From an optimization exercise on the open Yosys and OpenROAD flow, aimed at small area, a short achievable clock period and few clock cycles; shortcuts taken in it are not production practice.
Only simulation tests tie the RTL to the original design; equivalence was not proved.
No activity file was given, so power comes from the tool's default toggle rates.

## design/flow/run.sh

```bash
#!/bin/bash
# synth_recipe.tcl (not shown) runs the flow's synth.tcl, then flattens the netlist and writes it again
# the make line also repeats each setting of config.mk as NAME=value (left out here)
make -C /OpenROAD-flow-scripts/flow DESIGN_CONFIG=/design/flow/config.mk WORK_HOME=/design/flow/orfs CLKGATE_MAP_FILE= SYNTH_SCRIPT=/design/flow/synth_recipe.tcl finish
```

## design/flow/config.mk

```make
export PLATFORM = sky130hd
export DESIGN_NAME = netflow_v5_packet_builder_core
export DESIGN_NICKNAME = netflow_v5_packet_builder_core
export VERILOG_FILES = /design/flow/design.v
export SDC_FILE = /design/flow/constraint.sdc
export NUM_CORES = 4
export LEC_CHECK = 0
export CAP_MARGIN = 20
export CORE_MARGIN = 2
export CORE_UTILIZATION = 40
export PLACE_DENSITY = 0.6
export SETUP_SLACK_MARGIN = 5
export SLEW_MARGIN = 20
```

## design/flow/constraint.sdc

```tcl
create_clock -name core_clock -period 10.0 [get_ports {clk}]
set_input_delay 2.0000 -clock core_clock [delete_from_list [all_inputs] [get_ports {clk}]]
set_output_delay 2.0000 -clock core_clock [all_outputs]
set_load 0.01 [all_outputs]
```

## design/flow/design.v

```verilog
`timescale 1ns / 1ps
`default_nettype none
package nfv5_pkg;
	localparam logic [15:0] NF_VERSION = 16'd5;
	localparam int unsigned HDR_WORDS = 6;
	localparam int unsigned REC_WORDS = 12;
	localparam int unsigned DIV1000_MUL_W = 29;
	localparam logic [DIV1000_MUL_W-1:0] DIV1000_MUL = 29'd274877907;
	localparam int unsigned DIV1000_SHIFT = 38;
	localparam int unsigned MS_Q_W = 23;
	localparam logic [31:0] K1000 = 32'd1000;
	typedef struct packed {
		logic [31:0] src_ip;
		logic [31:0] dst_ip;
		logic [31:0] packet_count;
		logic [31:0] byte_count;
		logic [31:0] ms_first;
		logic [31:0] ms_last;
		logic [31:0] epoch_secs;
		logic [31:0] epoch_nsecs;
		logic [15:0] src_port;
		logic [15:0] dst_port;
		logic [7:0]  tcp_flag_bits;
		logic [7:0]  protocol;
		logic        end_of_batch;
	} flow_ms_t;
endpackage
`default_nettype wire
`timescale 1ns / 1ps
`default_nettype none
module netflow_v5_packet_builder_core #(
	parameter int unsigned RECORDS_PER_PACKET = 30
) (
	input  logic        clk,
	input  logic        arst_n,
	input  logic        flow_valid,
	output logic        flow_ready,
	input  logic [31:0] flow_src_ip,
	input  logic [31:0] flow_dst_ip,
	input  logic [31:0] flow_packet_count,
	input  logic [31:0] flow_byte_count,
	input  logic [63:0] flow_first_seen,
	input  logic [63:0] flow_last_seen,
	input  logic [15:0] flow_src_port,
	input  logic [15:0] flow_dst_port,
	input  logic [7:0]  flow_tcp_flag_bits,
	input  logic [7:0]  flow_protocol,
	input  logic        flow_end_of_batch,
	output logic        words_valid,
	input  logic        words_ready,
	output logic [8:0]  words_word_index,
	output logic [31:0] words_data_word,
	output logic        words_last_of_packet
);
	function automatic logic [8:0] div125_r4(input logic [6:0] r, input logic [1:0] d);
		logic [9:0] x, x1, x2, x3;
		logic [1:0] q;
		logic [6:0] ro;
		x  = {1'b0, r, d};
		x1 = x - 10'd125;
		x2 = x - 10'd250;
		x3 = x - 10'd375;
		if (!x3[9]) begin
			q  = 2'd3;
			ro = x3[6:0];
		end else if (!x2[9]) begin
			q  = 2'd2;
			ro = x2[6:0];
		end else if (!x1[9]) begin
			q  = 2'd1;
			ro = x1[6:0];
		end else begin
			q  = 2'd0;
			ro = x[6:0];
		end
		div125_r4 = {q, ro};
	endfunction
	function automatic logic [9:0] div125_top(input logic [8:0] x);
		logic [2:0] q;
		logic [8:0] ro;
		if (x >= 9'd500) begin
			q  = 3'd4;
			ro = x - 9'd500;
		end else if (x >= 9'd375) begin
			q  = 3'd3;
			ro = x - 9'd375;
		end else if (x >= 9'd250) begin
			q  = 3'd2;
			ro = x - 9'd250;
		end else if (x >= 9'd125) begin
			q  = 3'd1;
			ro = x - 9'd125;
		end else begin
			q  = 3'd0;
			ro = x;
		end
		div125_top = {q, ro[6:0]};
	endfunction
	logic [31:0] r_src, r_dst, r_pc, r_bc, r_ports;
	logic [7:0]  r_flags, r_proto;
	logic [31:0] sf, sl;            
	logic [22:0] uf, ul;            
	logic [6:0]  rf, rl;            
	logic [31:0] base_q, seq_q, h_up, h_secs;
	logic [31:0] h_ns;              
	logic [4:0]  cnt_q, hcnt_q;
	logic        opn_q;             
	logic        seq_c;             
	logic [8:1]  k_q;
	logic        c_b0, c_opn;       
	logic        c_gt;              
	logic        fr_q, busy_q, ov_q, close_q, pend_q, pend_close_q;
	logic [4:0]  pos_q;
	logic [8:0]  widx_q;
	logic       take, close_in;
	logic [4:0] cnt_in;
	assign take     = flow_valid && fr_q;
	assign cnt_in   = opn_q ? 5'd1 : cnt_q + 5'd1;
	assign close_in = (cnt_in == 5'(RECORDS_PER_PACKET)) || flow_end_of_batch;
	logic        k_div, k_mul, k_ns, k_idle;
	logic [9:0]  tf, tl;
	logic [8:0]  f1, f2, l1, l2;
	logic [31:0] qf, ql;
	logic [31:0] f_a, f_b, f_sum, l_a, l_b, l_sum;
	logic        f_ci, l_ci, l_co;
	assign k_div  = |k_q[5:1];
	assign k_mul  = |k_q[3:1];
	assign k_ns   = k_q[5] || k_q[7] || k_q[8];
	assign k_idle = !(|k_q);
	assign tf = div125_top(flow_first_seen[31:23]);
	assign tl = div125_top(flow_last_seen[31:23]);
	assign f1 = div125_r4(rf, uf[19:18]);
	assign f2 = div125_r4(f1[6:0], uf[17:16]);
	assign l1 = div125_r4(rl, ul[19:18]);
	assign l2 = div125_r4(l1[6:0], ul[17:16]);
	assign qf = {9'd0, uf};
	assign ql = {9'd0, ul};
	always_comb begin
		f_a  = sf;
		f_b  = qf;
		f_ci = 1'b0;
		l_a  = sl;
		l_b  = ql;
		l_ci = 1'b0;
		if (k_mul) begin
			f_b = sf << 2;
			l_b = sl << 2;
		end else if (k_q[4]) begin
			f_a  = sf << 3;
			f_b  = c_b0 ? 32'd0 : ~base_q;
			f_ci = !c_b0;
			l_a  = sl << 3;
			l_b  = c_b0 ? ~(sf << 3) : ~base_q;
			l_ci = 1'b1;
		end else if (k_q[7]) begin
			l_b  = c_b0 ? ~qf : ~sf;
			l_ci = 1'b1;
		end
		if (k_ns) begin
			f_a = h_ns;
			f_b = h_ns << 2;
		end
	end
	assign f_sum = f_a + f_b + 32'(f_ci);
	assign {l_co, l_sum} = {1'b0, l_a} + {1'b0, l_b} + 33'(l_ci);
	logic hs, last_w, avail67;
	assign hs      = ov_q && words_ready;
	assign last_w  = close_q ? (pos_q == 5'd17) : (pos_q == 5'd11);
	assign avail67 = k_q[7] || k_q[8] || k_idle;
	logic       busy_n, ov_n, close_n, pend_n, pend_close_n, fr_n;
	logic [4:0] pos_n;
	always_comb begin
		busy_n       = busy_q;
		ov_n         = ov_q;
		close_n      = close_q;
		pend_n       = pend_q;
		pend_close_n = pend_close_q;
		pos_n        = pos_q;
		if (take) begin
			pend_n       = 1'b1;
			pend_close_n = close_in;
		end
		if (!busy_q) begin
			if (take) begin
				busy_n  = 1'b1;
				pos_n   = 5'd0;
				ov_n    = 1'b1;
				close_n = close_in;
				pend_n  = 1'b0;
			end
		end else if (!ov_q || words_ready) begin
			if (ov_q && last_w) begin
				if (pend_n) begin
					pos_n   = 5'd0;
					ov_n    = 1'b1;
					close_n = pend_close_n;
					pend_n  = 1'b0;
				end else begin
					busy_n = 1'b0;
					ov_n   = 1'b0;
				end
			end else begin
				if (ov_q) pos_n = pos_q + 5'd1;
				ov_n = (pos_n == 5'd6 || pos_n == 5'd7) ? avail67 : 1'b1;
			end
		end
		fr_n = !pend_n && (!busy_n || (close_n ? (pos_n >= 5'd16) : (pos_n >= 5'd10)));
	end
	always_ff @(posedge clk or negedge arst_n) begin
		if (!arst_n) begin
			fr_q         <= 1'b1;
			busy_q       <= 1'b0;
			ov_q         <= 1'b0;
			close_q      <= 1'b0;
			pend_q       <= 1'b0;
			pend_close_q <= 1'b0;
			pos_q        <= 5'd0;
			widx_q       <= 9'd6;
			k_q          <= '0;
			opn_q        <= 1'b1;
			cnt_q        <= 5'd0;
			hcnt_q       <= 5'd0;
			base_q       <= 32'd0;
			seq_q        <= 32'd0;
			seq_c        <= 1'b0;
		end else begin
			fr_q         <= fr_n;
			busy_q       <= busy_n;
			ov_q         <= ov_n;
			close_q      <= close_n;
			pend_q       <= pend_n;
			pend_close_q <= pend_close_n;
			pos_q        <= pos_n;
			if (hs) widx_q <= (close_q && pos_q == 5'd11) ? 9'd0 : widx_q + 9'd1;
			if (hs && close_q && pos_q == 5'd11) hcnt_q <= cnt_q;
			seq_c <= 1'b0;
			if (hs && pos_q == 5'd16) begin
				{seq_c, seq_q[7:0]} <= {1'b0, seq_q[7:0]} + 9'(hcnt_q);
			end
			if (seq_c) seq_q[31:8] <= seq_q[31:8] + 24'd1;
			k_q <= {k_q[7:1], take};
			if (take) begin
				opn_q <= close_in;
				cnt_q <= cnt_in;
			end
			if (k_q[6] && c_b0) base_q <= f_sum;
		end
	end
	always_ff @(posedge clk) begin
		if (fr_q) begin
			r_src   <= flow_src_ip;
			r_dst   <= flow_dst_ip;
			r_pc    <= flow_packet_count;
			r_bc    <= flow_byte_count;
			r_ports <= {flow_src_port, flow_dst_port};
			r_flags <= flow_tcp_flag_bits;
			r_proto <= flow_protocol;
			sf      <= flow_first_seen[63:32];
			sl      <= flow_last_seen[63:32];
			uf      <= {tf[9:7], flow_first_seen[22:3]};
			ul      <= {tl[9:7], flow_last_seen[22:3]};
			rf      <= tf[6:0];
			rl      <= tl[6:0];
			c_b0    <= (base_q == 32'd0);
			c_opn   <= opn_q;
			if (opn_q) begin
				h_secs <= flow_last_seen[63:32];
				h_ns   <= flow_last_seen[31:0];
			end
		end else begin
			if (k_div) begin
				uf[19:0] <= {uf[15:0], f1[8:7], f2[8:7]};
				rf <= f2[6:0];
				ul[19:0] <= {ul[15:0], l1[8:7], l2[8:7]};
				rl <= l2[6:0];
			end
			if (k_mul || k_q[4] || k_q[6]) sf <= (k_q[6] && c_b0) ? 32'd0 : f_sum;
			if (k_mul || k_q[4] || k_q[6] || (k_q[7] && c_b0)) sl <= l_sum;
			if (k_q[7]) c_gt <= !c_b0 && !l_co;
			if (c_opn && k_ns) h_ns <= f_sum;
			if (c_opn && k_q[7]) h_up <= c_b0 ? l_sum : sl;
		end
	end
	always_comb begin
		case (pos_q)
			5'd0:    words_data_word = r_src;
			5'd1:    words_data_word = r_dst;
			5'd4:    words_data_word = r_pc;
			5'd5:    words_data_word = r_bc;
			5'd6:    words_data_word = c_gt ? sl : sf;
			5'd7:    words_data_word = sl;
			5'd8:    words_data_word = r_ports;
			5'd9:    words_data_word = {8'h00, r_flags, r_proto, 8'h00};
			5'd12:   words_data_word = {16'd5, 11'd0, cnt_q};
			5'd13:   words_data_word = h_up;
			5'd14:   words_data_word = h_secs;
			5'd15:   words_data_word = {h_ns[28:0], 3'd0};
			5'd16:   words_data_word = seq_q;
			default: words_data_word = 32'd0;
		endcase
	end
	assign flow_ready           = fr_q;
	assign words_valid          = ov_q;
	assign words_word_index     = widx_q;
	assign words_last_of_packet = (pos_q == 5'd17);
endmodule
`default_nettype wire
```

==> results_dict.tcl <==
set metrics [dict create \
    htree_levels 2 \
    fillers 6702 \
    design.die.area_um2 77700 \
    grt_usage_pct 29.7 \
    drtIter0Drc 3280 \
    yosysSeqAreaShare_pct 48.3 \
    portBuffers 349 \
    cts_hold_buffers 0 \
    grt_pass1_wl_mm 174 \
    start_util_pct 40.5 \
    start_kind "register" \
    clock_latency_ns 0.66 \
    viasPerCell 6.20 \
    netSwitchingFraction_pct 46.8 \
    synthesis.area_um2 30200 \
    finalCritPeriodShare_pct 54.4 \
    hold_viol 0 \
    synth_top_cell_by_area "edfxtp_1" \
    ioPinCount 353 \
    ir_drop_uv 168 \
    synth-seq-cells 503 \
    fp.dieW_um 279 \
    synth_warnings 1 \
    cts_made_buffers 58 \
    cts_tree "done" \
    yosysMostFrequentCell "nand2_1" \
    nets 3755 \
    crit_fanout 5 \
    whs_ns 0.412 \
    clkTransAtPathRegs_ns 0.07 \
    ant_nets 0 \
    power.density_nw_per_um2 403 \
    status "no timing/DRC/antenna violations" \
    combPwrFrac_pct 57.4 \
    drive_gt1_share_pct 10.6 \
    coreArea_um2 74600 \
    setup_viol 0 \
    drv_slew 0 \
    hp-class "register to register" \
    synth_nets 3438 \
    critical_path_required_ns 8.00 \
    avgSynthCellArea_um2 10.0 \
    cp_cell_sequence "ha_4 -> and3_4 -> ha_4 -> buf_12 -> a222oi_1 -> o211ai_1 -> nor2_1 -> nand2_1 -> buf_2" \
    path_common_cell "ha_4" \
    gp_congestion 0.943 \
    yosys.cell_types.count 102 \
    critPathArrivalTime_ns 3.44 \
    grt-ovfl-total 0 \
    clk_path_buf_depth 3 \
    area_delta_synth_final_pct 24.1 \
    critPathKind "register to output port" \
    cts-root-buf "clkbuf_16" \
    drt_pass1_iterations 8 \
    placementRows 100 \
    slew-limit-headroom_pct 26.9 \
    synthArstFlopShare_pct 20.7 \
    routed_wl_mm 118 \
    yosys_most_used_dff "edfxtp_1" \
    setup_tns_ns 0 \
    leakagePower_uw 0.0142 \
    vias 27000 \
    intPower_uw 8030 \
    drv_cap 0 \
    post-route-min-period_ns 5.44 \
    crit_slowest_cell "a222oi_1" \
    multi_input_area_um2 15000 \
    worst_pin_slew_ns 1.09 \
    drc 0 \
    rsz0062_at_grt "true" \
    max_freq_mhz 184 \
    hpwlAfterDp_mm 84.5 \
    wl_per_cell_um 27.2 \
    synthCells 3008 \
    p_clk_share_pct 14.6 \
    register_area_um2 14600 \
    cts.sinks 503 \
    synth_area_leaders "edfxtp_1 40%, dfrtp_1 8.3%, nand2_1 5.6%, o21ai_0 4.9%, ha_1 4.8%" \
    endpoint_kind "output port" \
    critPathMaxStageDelay_ns 0.79 \
    grt_max_degree 183 \
    synth_common_cells "448 x nand2_1, 399 x edfxtp_1, 298 x o21ai_0, 181 x nor2_1, 145 x clkbuf_1" \
    antenna_found_initial 7 \
    yosys.area.top_type_share_pct 39.7 \
    synth_edf_count 399 \
    grt_pass1_vias 26300 \
    p_switching_uw 7070 \
    seqPwrFrac_pct 28.0 \
    finClkSkew_ns 0.0456 \
    die_h_um 279 \
]
## stage by stage
stage               setup slack (ns)  total power [uW]  cells  cell area, um^2  utilization [%]
finish                          4.56             15100   4348            37500             50.2
global route                    4.51             16000   4346            37500             50.2
CTS                             4.57             14900   4340            37300             50.0
detailed placement              3.42             12400   4195            34600             46.4
global placement                3.38             12300   4195            34600             46.4
floorplan                       5.40              9480   3008            30200                -
## cell families after synthesis
group / Yosys count / synth area share, %
AOI/OAI and AO/OA: 936 / 21.1
and+or+nand+nor: 936 / 14.2
DFF: 503 / 48.3
buffers and inverters: 272 / 3.50
muxes: 143 / 4.91
adders and majority gates: 121 / 5.14
xor gates and xnor gates: 97 / 2.81
## what timing repair did
item	4_1_cts	5_1_grt
endpoints found under the setup margin	131	73
pin swaps	46	50
cloned	4	1
buffers inserted	31	3
gates resized for setup	205	55
## layout by cell type (no fill, tap or decap), types with 18 or more instances in the layout
cell type / instances
a22oi_1: 49
a21o_1: 47
a21oi_1: 124
nor3_1: 34
mux2_2: 41
xnor2_1: 55
nor2_1: 172
buf_4: 45
o21a_1: 20
and3_1: 18
buf_2: 20
nand3_1: 58
a211oi_1: 42
or3_1: 26
o21ai_0: 291
xor2_1: 41
o221ai_1: 25
nand4_1: 32
a31oi_1: 33
mux2i_1: 102
ha_1: 111
dfrtp_1: 94
a22o_1: 25
a222oi_1: 49
o211ai_1: 24
nand2b_1: 20
edfxtp_1: 399
o31ai_1: 29
clkbuf_16: 60
nand2_1: 443
inv_1: 99
clkdlybuf4s50_1: 316
## layout make-up
type	count	area share (%)
Multi-Input combinational cell	2234	40.1
Timing Repair Buffer	425	11.4
Clock inverter	25	0.728
Clock buffer	85	4.49
Sequential cell	503	39.0
Tap cell	969	3.24
Antenna cell	4	0.0267
Inverter	103	1.04
## power by group through the flow
stage	combinational [uW]	clock, uW	sequential (uW)
after floorplan	5680	0	3800
after global placement	8050	0	4210
after detailed placement	8170	0	4220
after CTS	8450	2230	4180
after global routing	9430	2310	4260
final	8670	2200	4220
## worst paths after layout
check                         start             endpoint  depth (start not counted)  slack (ns)
setup / recovery           pos_q[1]  words_data_word[19]                          9        4.56
hold / removal               k_q[3]               k_q[4]                          0        0.41
setup reg to reg               c_b0             h_up[21]                         17        5.07
hold reg to reg              k_q[3]               k_q[4]                          0        0.41
max in group asynchronous    arst_n           base_q[24]                          2        7.19
min in group asynchronous    arst_n            widx_q[8]                          1        1.41
## worst max-delay path: cells and delay by family, from the launching register on
family | cells | cell delay [ns]
AO/OA/AOI/OAI | 2 | 1.24
AND/OR/NAND/NOR | 3 | 0.46
buffers and inverters | 2 | 0.28
flip-flops | 1 | 0.46
adder cells (fa/ha/maj) | 2 | 0.34
## routing by layer
| layer | wire [um] | vias to the layer above | track usage (%) |
|---|---|---|---|
| li1 | - | 12100 | - |
| met2 | 53600 | 1363 | 47.3 |
| met5 | 42 | - | 0 |
| met3 | 10900 | 195 | 5.31 |
| met1 | 50100 | 13300 | 41.3 |
| met4 | 3500 | 6 | 8.52 |
Testbench counts, summed over its fixed seeds: cycles 40,354.

## afterwards: timing with drivers on the ports
The results above use ideal ports. As a check the final layout listed here was re-extracted and re-timed, cells and wires unchanged.
Step 1, drivers: a clkbuf_16 drives clk and a buf_2 each remaining input, both assumed.
Step 2 moves the port delays by t, midway between the first and last clock arrival at a register: inputs arrive t later, outputs are due t later. That takes back most of the time a late clock gives input paths.
Slacks: ideal / step 1 / step 2; pairs: ideal / step 1.
t (ns): 0.702
setup slack, ns: 4.564 / 4.500 / 4.545
worst data-port slew with drivers (ns): 0.13
After both steps setup and hold are still met in this run. The setup slack of this run moves by -0.064 ns with the drivers and by -0.019 ns with both steps.
